From an optimization exercise on the open Yosys and OpenROAD flow, aimed at small area and a short achievable clock period; shortcuts taken in it are not production practice. In this exercise RTL edits were held to simulation tests only and were not proved equivalent to the original. No activity file was given, so power comes from the tool's default toggle rates.

--- flow/config.mk ---
export PLATFORM = sky130hd
export DESIGN_NAME = eth_readout
export DESIGN_NICKNAME = eth_readout
export VERILOG_FILES = /design/flow/design.v
export SDC_FILE = /design/flow/constraint.sdc
export NUM_CORES = 4
export LEC_CHECK = 0
export CAP_MARGIN = 20
export CORE_MARGIN = 2
export CORE_UTILIZATION = 40
export SLEW_MARGIN = 20
--- flow/constraint.sdc ---
create_clock -name core_clock -period 3.0 [get_ports {RCLK}]
set_input_delay 0.6000 -clock core_clock [delete_from_list [all_inputs] [get_ports {RCLK}]]
set_output_delay 0.6000 -clock core_clock [all_outputs]
set_load 0.01 [all_outputs]
--- flow/design.v ---
package readout_pkg;
	localparam logic [1:0] IDLE = 2'd0;
	localparam logic [1:0] SEND = 2'd1;
	localparam logic [1:0] DONE = 2'd2;
	localparam logic [15:0] MARKER_WORD = 16'h700C;
	localparam logic [15:0] CLOSE_WORD = 16'h7FFF;
	localparam logic [3:0] STATUS_NIBBLE = 4'h7;
	localparam int HDR_WORDS = 2;  
	localparam int TRL_WORDS = 4;  
	function automatic logic [14:0] crc15_d13(input logic [12:0] d, input logic [14:0] c);
		logic [14:0] n;
		integer i;
		n[0] = d[0] ^ c[2];
		for (i = 1; i <= 12; i = i + 1) begin
			n[i] = d[i-1] ^ d[i] ^ c[i+1] ^ c[i+2];
		end
		n[13] = d[12] ^ c[14] ^ c[0];
		n[14] = c[1];
		crc15_d13 = n;
	endfunction
endpackage
`timescale 1ns/10ps
module sync_fifo #(
	parameter int WIDTH = 13,
	parameter int DEPTH_LOG2 = 5,
	parameter int AMT_LEVEL = 4,
	parameter int AFL_LEVEL = 28
)(
	input  logic                  RCLK,
	input  logic                  RST_RESYNC,
	input  logic                  wr_en_i,
	input  logic [WIDTH-1:0]      din_i,
	input  logic                  rd_en_i,
	output logic [WIDTH-1:0]      dout_o,
	output logic [DEPTH_LOG2:0]   count_o,
	output logic                  amt_o,
	output logic                  afl_o
);
	localparam int DEPTH = 2**DEPTH_LOG2;
	logic [WIDTH-1:0] mem [DEPTH];
	logic [DEPTH_LOG2-1:0] wr_ptr;
	logic [DEPTH_LOG2-1:0] rd_ptr;
	logic full;
	logic do_wr;
	logic do_rd;
	assign full = (count_o == DEPTH);
	assign do_rd = rd_en_i && (count_o != '0);
	assign do_wr = wr_en_i && (!full || do_rd);  
	always_ff @(posedge RCLK) begin
		if (do_wr) begin
			mem[wr_ptr] <= din_i;
		end
	end
	always_ff @(posedge RCLK or posedge RST_RESYNC) begin
		if (RST_RESYNC) begin
			wr_ptr <= '0;
			rd_ptr <= '0;
			count_o <= '0;
		end else begin
			if (do_wr) wr_ptr <= wr_ptr + 1'b1;
			if (do_rd) rd_ptr <= rd_ptr + 1'b1;
			case ({do_wr, do_rd})
				2'b10: count_o <= count_o + 1'b1;
				2'b01: count_o <= count_o - 1'b1;
				default: count_o <= count_o;
			endcase
		end
	end
	assign dout_o = mem[rd_ptr];  
	assign amt_o = (count_o <= AMT_LEVEL);
	assign afl_o = (count_o >= AFL_LEVEL);
endmodule
`timescale 1ns/10ps
module frame_seq #(
	parameter int SAMPLES_PER_EVT = 8,
	parameter int SMP_DEPTH_LOG2 = 5,
	parameter int L1A_DEPTH_LOG2 = 4
)(
	input  logic                      RCLK,
	input  logic                      RST_RESYNC,
	input  logic [SMP_DEPTH_LOG2:0]   smp_count_i,
	input  logic [L1A_DEPTH_LOG2:0]   l1a_count_i,
	input  logic                      txack_i,
	output logic                      adv_o,
	output logic [6:0]                slot_o,
	output logic                      first_slot_o,
	output logic                      smp_rd_o,
	output logic                      l1a_rd_o
);
	localparam logic [6:0] SMP_FIRST = readout_pkg::HDR_WORDS;
	localparam logic [6:0] SMP_END = readout_pkg::HDR_WORDS + SAMPLES_PER_EVT;
	localparam logic [6:0] LAST_SLOT = readout_pkg::HDR_WORDS + SAMPLES_PER_EVT + readout_pkg::TRL_WORDS - 1;
	logic [1:0] state;
	logic [1:0] state_nxt;
	logic [6:0] slot;
	logic start;
	logic last;
	assign start = (l1a_count_i != '0) && (smp_count_i >= SAMPLES_PER_EVT);
	assign last = (slot == LAST_SLOT);
	always_comb begin
		state_nxt = state;
		case (state)
			readout_pkg::IDLE: begin
				if (start) state_nxt = readout_pkg::SEND;
			end
			readout_pkg::SEND: begin
				if (adv_o && last) state_nxt = readout_pkg::DONE;
			end
			readout_pkg::DONE: begin
				state_nxt = readout_pkg::IDLE;  
			end
			default: begin
				state_nxt = readout_pkg::IDLE;
			end
		endcase
	end
	always_ff @(posedge RCLK or posedge RST_RESYNC) begin
		if (RST_RESYNC) begin
			state <= readout_pkg::IDLE;
			slot <= '0;
		end else begin
			state <= state_nxt;
			if (state != readout_pkg::SEND) begin
				slot <= '0;
			end else if (adv_o) begin
				slot <= slot + 1'b1;
			end
		end
	end
	assign adv_o = (state == readout_pkg::SEND) && txack_i;
	assign slot_o = slot;
	assign first_slot_o = (slot == '0);
	assign smp_rd_o = adv_o && (slot >= SMP_FIRST) && (slot < SMP_END);
	assign l1a_rd_o = (state == readout_pkg::DONE);
endmodule
`timescale 1ns/10ps
module frame_builder #(
	parameter int SAMPLES_PER_EVT = 8
)(
	input  logic                  RCLK,
	input  logic                  RST_RESYNC,
	input  logic                  txack_i,
	input  logic                  adv_i,
	input  logic [6:0]            slot_i,
	input  logic                  first_slot_i,
	input  logic [23:0]           l1a_num_i,
	input  logic                  warn_i,
	input  logic [4:0]            l1a_occ_i,
	input  logic [11:0]           smp_data_i,
	input  logic                  smp_ovlp_i,
	output logic [15:0]           txd_o,
	output logic                  txd_valid_o
);
	localparam logic [6:0] HDR_LOW = readout_pkg::HDR_WORDS - 1;
	localparam logic [6:0] TRL_CRC = readout_pkg::HDR_WORDS + SAMPLES_PER_EVT;
	localparam logic [6:0] TRL_MARK = readout_pkg::HDR_WORDS + SAMPLES_PER_EVT + 1;
	localparam logic [6:0] TRL_STAT = readout_pkg::HDR_WORDS + SAMPLES_PER_EVT + 2;
	localparam logic [6:0] TRL_CLOSE = readout_pkg::HDR_WORDS + SAMPLES_PER_EVT + 3;
	logic [15:0] word1;
	logic [6:0] slot1;
	logic [14:0] crc;
	logic valid1;
	always_ff @(posedge RCLK) begin
		if (adv_i) begin
			slot1 <= slot_i;
			if (slot_i == '0) begin
				word1 <= {4'h0, l1a_num_i[23:12]};
			end else if (slot_i == HDR_LOW) begin
				word1 <= {4'h0, l1a_num_i[11:0]};
			end else begin
				word1 <= {1'b0, ~smp_ovlp_i, 2'b00, smp_data_i};
			end
			if (first_slot_i) begin
				crc <= '0;
			end else begin
				crc <= readout_pkg::crc15_d13(word1[12:0], crc);
			end
		end
	end
	always_ff @(posedge RCLK) begin
		if (txack_i) begin
			case (slot1)
				TRL_CRC:   txd_o <= {1'b0, crc};
				TRL_MARK:  txd_o <= readout_pkg::MARKER_WORD;
				TRL_STAT:  txd_o <= {readout_pkg::STATUS_NIBBLE, l1a_num_i[5:0], l1a_occ_i, warn_i};
				TRL_CLOSE: txd_o <= readout_pkg::CLOSE_WORD;
				default:   txd_o <= word1;
			endcase
		end
	end
	always_ff @(posedge RCLK or posedge RST_RESYNC) begin
		if (RST_RESYNC) begin
			valid1 <= 1'b0;
			txd_valid_o <= 1'b0;
		end else if (txack_i) begin
			valid1 <= adv_i;
			txd_valid_o <= valid1;
		end else begin
			txd_valid_o <= 1'b0;  
		end
	end
endmodule
`timescale 1ns/10ps
module eth_readout #(
	parameter int SAMPLES_PER_EVT = 8,
	parameter int SMP_DEPTH_LOG2 = 5,
	parameter int L1A_DEPTH_LOG2 = 4,
	parameter int AMT_LEVEL = 4,
	parameter int AFL_LEVEL = 28
)(
	input  logic                  RCLK,
	input  logic                  RST_RESYNC,
	input  logic                  smp_wr_en_i,
	input  logic [11:0]           smp_data_i,
	input  logic                  smp_ovlp_i,
	input  logic                  l1a_wr_en_i,
	input  logic [23:0]           l1a_num_i,
	input  logic                  warn_i,
	input  logic                  txack_i,
	output logic [15:0]           txd_o,
	output logic                  txd_valid_o,
	output logic                  evt_buf_amt_o,
	output logic                  evt_buf_afl_o
);
	logic [SMP_DEPTH_LOG2:0] smp_count;
	logic [L1A_DEPTH_LOG2:0] l1a_count;
	logic [11:0] smp_head_data;
	logic smp_head_ovlp;
	logic [23:0] l1a_head_num;
	logic l1a_head_warn;
	logic adv;
	logic [6:0] slot;
	logic first_slot;
	logic smp_rd;
	logic l1a_rd;
	sync_fifo #(
		.WIDTH(13),
		.DEPTH_LOG2(SMP_DEPTH_LOG2),
		.AMT_LEVEL(AMT_LEVEL),
		.AFL_LEVEL(AFL_LEVEL)
	) smp_fifo (
		.RCLK(RCLK),
		.RST_RESYNC(RST_RESYNC),
		.wr_en_i(smp_wr_en_i),
		.din_i({smp_ovlp_i, smp_data_i}),
		.rd_en_i(smp_rd),
		.dout_o({smp_head_ovlp, smp_head_data}),
		.count_o(smp_count),
		.amt_o(evt_buf_amt_o),
		.afl_o(evt_buf_afl_o)
	);
	sync_fifo #(
		.WIDTH(25),
		.DEPTH_LOG2(L1A_DEPTH_LOG2),
		.AMT_LEVEL(0),
		.AFL_LEVEL(2**L1A_DEPTH_LOG2)
	) l1a_fifo (
		.RCLK(RCLK),
		.RST_RESYNC(RST_RESYNC),
		.wr_en_i(l1a_wr_en_i),
		.din_i({warn_i, l1a_num_i}),
		.rd_en_i(l1a_rd),
		.dout_o({l1a_head_warn, l1a_head_num}),
		.count_o(l1a_count),  
		.amt_o(),
		.afl_o()
	);
	frame_seq #(
		.SAMPLES_PER_EVT(SAMPLES_PER_EVT),
		.SMP_DEPTH_LOG2(SMP_DEPTH_LOG2),
		.L1A_DEPTH_LOG2(L1A_DEPTH_LOG2)
	) seq_i (
		.RCLK(RCLK),
		.RST_RESYNC(RST_RESYNC),
		.smp_count_i(smp_count),
		.l1a_count_i(l1a_count),
		.txack_i(txack_i),
		.adv_o(adv),
		.slot_o(slot),
		.first_slot_o(first_slot),
		.smp_rd_o(smp_rd),
		.l1a_rd_o(l1a_rd)
	);
	frame_builder #(
		.SAMPLES_PER_EVT(SAMPLES_PER_EVT)
	) bld_i (
		.RCLK(RCLK),
		.RST_RESYNC(RST_RESYNC),
		.txack_i(txack_i),
		.adv_i(adv),
		.slot_i(slot),
		.first_slot_i(first_slot),
		.l1a_num_i(l1a_head_num),
		.warn_i(l1a_head_warn),
		.l1a_occ_i(l1a_count),
		.smp_data_i(smp_head_data),
		.smp_ovlp_i(smp_head_ovlp),
		.txd_o(txd_o),
		.txd_valid_o(txd_valid_o)
	);
endmodule
--- flow/run.sh ---
#!/bin/bash
# synth_recipe.tcl (not shown) runs the flow's synth.tcl, then flattens the netlist and writes it again
# the make line also repeats each setting of config.mk as NAME=value (left out here)
make -C /OpenROAD-flow-scripts/flow DESIGN_CONFIG=/design/flow/config.mk WORK_HOME=/design/flow/orfs CLKGATE_MAP_FILE= SYNTH_SCRIPT=/design/flow/synth_recipe.tcl finish
==> results.py <==
metrics = {
    "outcome": {
        "status": "finished clean",
    },
    "logic_synthesis": {
        "netlist_area_um2": 36000,
        "synth_most_common_cell": "edfxtp_1",
        "syn_inst": 1800,
        "synthArstFlopShare_pct": 4.42,
        "synth_top_area_cell": "edfxtp_1",
        "synthTopCellsByCount": "866 x edfxtp_1, 171 x mux4_2, 98 x nor2_1",
        "syn_nets": 1865,
        "synth_cell_types": 71,
        "synthTopCellsByArea": "edfxtp_1 72%, mux4_2 11%, dfrtp_1 2.8%",
        "synth_edf_count": 866,
        "synth_area_per_cell_um2": 20.0,
        "synth-seq-cells": 906,
        "yosysTopAreaCellShare_pct": 72.3,
        "synth_top_flop_cell": "edfxtp_1",
        "ys_seq_area_share_pct": 75.1,
        "yosys_warnings": 4,
    },
    "cts": {
        "root_buffer": "clkbuf_16",
        "hold_buffers": 0,
        "cts.htree.levels": 3,
        "cts_resized": 0,
        "cts_made_buffers": 88,
        "cts_tree": "built",
        "clk_pin_slew_ns": 0.06,
        "cts_sinks": 906,
        "clock_latency_ns": 0.66,
        "clockBufferDepth": 3,
        "postCtsSetupBuffers": 0,
    },
    "sta": {
        "slew_viol_final": 0,
        "skew_ns": 0.0337,
        "final.period_utilization_pct": 93.9,
        "setup_viol_count_final": 0,
        "timing.final.ws_setup_ns": 0.184,
        "clock.fmax_mhz": 355,
        "slew_headroom_pct": 34.4,
        "hold_viol_final": 0,
        "fin_tns_setup_ns": 0,
        "grt_setup_unrepaired": "false",
        "fin_crit_ns": 2.82,
        "tightest_slew_ns": 0.970,
    },
    "critical_path": {
        "cp_num_buf_inv": 2,
        "path_max_fanout": 48,
        "arrival_ns": 3.22,
        "cp_data_required_time_ns": 3.40,
        "critical_path_class": "flop to flop",
        "crit_start": "smp_fifo.rd_ptr[0]$_DFFE_PP0N_",
        "crit_chain": "buf_12, buf_4, mux2i_1, o22ai_1, a211oi_1, a21oi_1, a21o_1",
        "crit_path_max_incr_delay_ns": 0.65,
        "slowest_stage": "dfrtp_4",
        "cpLargestDelayFamily": "compound AO/OA/AOI/OAI gates",
        "cp-end-kind": "flop",
        "r2r-start": "smp_fifo.rd_ptr[0]$_DFFE_PP0N_",
        "critPathLaunchType": "flop",
    },
    "routing": {
        "drc_errors": 0,
        "wl_per_cell_um": 25.6,
        "drtIter0Drc": 1666,
        "drt-vias-per-instance": 5.54,
        "ant_nets": 0,
        "drt-total-wl_um": 83300,
        "vias": 18031,
        "firstDrtPassIters": 5,
    },
    "global_routing": {
        "grt_max_degree": 49,
        "grt_pass1_wl_um": 122000,
        "grt.total_usage_pct": 18.0,
        "grt_pass1_vias": 18424,
        "grt-ovfl-total": 0,
        "antenna_found_initial": 0,
    },
    "power_and_ir_drop": {
        "combPwrFrac_pct": 24.7,
        "power.share.clock_pct": 30.6,
        "p_switching_mw": 10.6,
        "powerDensity_nw_per_um2": 872,
        "seqPwrFrac_pct": 44.8,
        "ir_worst_vdd_mv": 0.493,
        "p_int_mw": 26.3,
        "swShare_pct": 28.8,
        "p_leak_nw": 13.8,
    },
    "finish": {
        "fin_nets": 2085,
        "num_antenna_cells": 0,
        "stdcell_count": 3255,
        "syn_to_final_growth_pct": 17.7,
        "fillers": 7233,
        "final_layout_size_suffix_gt1_share_pct": 24.7,
        "multi_input_area_um2": 8410,
        "seq_area_um2": 27000,
    },
    "floorplan": {
        "start_util_pct": 40.5,
        "die-area_um2": 92400,
        "die_h_um": 304,
        "io_pins": 62,
        "die_w_um": 304,
        "std_cell_rows": 109,
        "core_um2": 88800,
    },
    "run": {
        "maxCapViolations": 0,
    },
    "place": {
        "pre_cts_ws_ns": -0.221,
        "placed_cells": 3095,
        "dpl.hpwl_um": 52500,
        "gp_congestion": 0.878,
        "port_buffers": 60,
    },
    "worst_hold_path": {
        "min_path_type": "primary input to asynchronous set/reset pin",
    },
}
cells in the final DEF, fill, tap and decap left out, types with 5 or more instances in the layout:
cell type        netlist  routed
a211oi_1              18      18
a21o_1                12      12
a21oi_1               31      31
a221oi_1               7       7
a22o_1                14      14
a22oi_1               34      34
and2_1                12      12
and3_1                 5       5
buf_12                 1      51
buf_4                 11     108
bufinv_16              0      14
clkbuf_1              18       9
clkbuf_16              0      90
clkdlybuf4s50_1        0      60
clkinv_1               0      24
clkinv_2               0      16
dfrtp_1               40      35
edfxtp_1             866     866
ha_1                  20      20
inv_1                 27      26
mux2_2                 9       9
mux2i_1               60      60
mux4_1                15      15
mux4_2               171     171
nand2_1               57      57
nand2b_1              12      12
nand3_1               11      11
nand3b_1               5       5
nand4_1               13      13
nor2_1                98      70
nor2_2                 0      24
nor2b_1               12      12
nor3_1                 9       5
o21ai_0               17      17
o221ai_1               7       7
o22ai_1               25      25
xnor2_1               43      43
xor2_1                 8       8
area by class of cell:
| class | instances | share of cell area [%] |
|---|---|---|
| clock inverters | 61 | 1.55 |
| flip-flops and latches | 906 | 63.8 |
| repair buffers | 219 | 5.74 |
| well taps | 1165 | 3.44 |
| inverters | 27 | 0.239 |
| clock buffers | 99 | 5.40 |
| multi-input cells | 778 | 19.8 |
per-layer routing:
layer	up-vias	GRT usage [%]	routed length, um
li1	7829	-	-
met1	9432	24.6	35100
met2	648	29.1	40300
met3	122	3.31	5520
met5	-	0	0
met4	0	6.46	2390
worst paths after layout:
kind / slack [ns] / to / depth (start not counted)
setup / recovery: 0.18 / bld_i.word1[5]$_DFFE_PP_ / 7
hold / removal: 0.42 / smp_fifo.rd_ptr[4]$_DFFE_PP0N_ / 2
setup reg to reg: 0.18 / bld_i.word1[5]$_DFFE_PP_ / 7
hold reg to reg: 0.47 / seq_i.state[0]$_DFFE_PP0P_ / 1
max in group asynchronous: 1.95 / seq_i.slot[6]$_DFFE_PP0P_ / 3
min in group core_clock: 0.47 / seq_i.state[0]$_DFFE_PP0P_ / 1
worst reg2reg max path: stages (launching register included):
cell      delay, ns
dfrtp_4        0.65
buf_12         0.39
buf_4          0.39
mux2i_1        0.29
o22ai_1        0.19
a211oi_1       0.27
a21oi_1        0.21
a21o_1         0.22
logic make-up (layout without fill, tap and decap cells):
family                   Yosys count  after routing  synth area share (%)
buffers and inverters            116            406                  1.90
XOR/XNOR                          51             51                  1.24
flip-flops                       906            906                  75.1
adder cells (fa/ha/maj)           22             22                 0.807
AND/OR/NAND/NOR                  255            255                  3.44
multiplexers                     255            255                  13.8
other                              1              1                0.0104
AO/OA/AOI/OAI                    194            194                  3.78
registers in the layout, indices dropped and copies added (netlist names), 2 cells and up:
| signal | cells |
|---|---|
| smp_fifo.mem | 416 |
| l1a_fifo.mem | 400 |
| bld_i.crc | 15 |
| bld_i.txd_o | 15 |
| bld_i.word1 | 13 |
| bld_i.slot1 | 7 |
| seq_i.slot | 7 |
| smp_fifo.count_o | 6 |
| l1a_fifo.count_o | 5 |
| smp_fifo.rd_ptr | 5 |
| smp_fifo.wr_ptr | 5 |
| l1a_fifo.rd_ptr | 4 |
| l1a_fifo.wr_ptr | 4 |
| seq_i.state | 2 |
power groups by stage:
stage          Sequential (mW)  Clock [mW]  Combinational [mW]
4_1_cts                   16.5        11.5                9.17
2_1_floorplan             16.3           0                6.05
3_3_place_gp              16.7           0                9.01
6_report                  16.5        11.3                9.11
5_1_grt                   16.7        12.0                9.78
3_5_place_dp              16.8           0                9.11
through the flow:
step / hold WS, ns / util [%] / power, mW / area [um^2]
2_1_floorplan: 0.432 / - / 22.3 / 36000
3_3_place_gp: 0.450 / 44.4 / 25.7 / 39400
3_5_place_dp: 0.468 / 44.4 / 25.9 / 39400
4_1_cts: 0.399 / 47.7 / 37.2 / 42400
5_1_grt: 0.449 / 47.7 / 38.5 / 42400
6_report: 0.417 / 47.7 / 36.9 / 42400

[afterwards: timing with drivers on the ports]
The flow's constraints put no driver on any port. The routed layout listed below was extracted and timed again, unchanged, in two steps. Step 1: set_driving_cell puts a clkbuf_16 on RCLK and a buf_2 on each other input, an assumption about the parent block. Step 2 times the ports against the registers' clock, not the clock port: input delays grow and output delays shrink by t, the midpoint of the rising clock arrivals with the driver on. Three values: no drivers, after step 1, after step 2; two values: the first two.
shift t [ns]: 0.702
slack for setup (ns): 0.184 / 0.136 / -0.192
worst setup path at the end: input to register
worst slew at a driven data input, ns: 0.09
pins driven straight from the clock port: 1
Met with ideal ports but missed after step 2: setup timing in this run. The setup slack of this run moves by -0.048 ns with the drivers and by -0.376 ns with both steps.
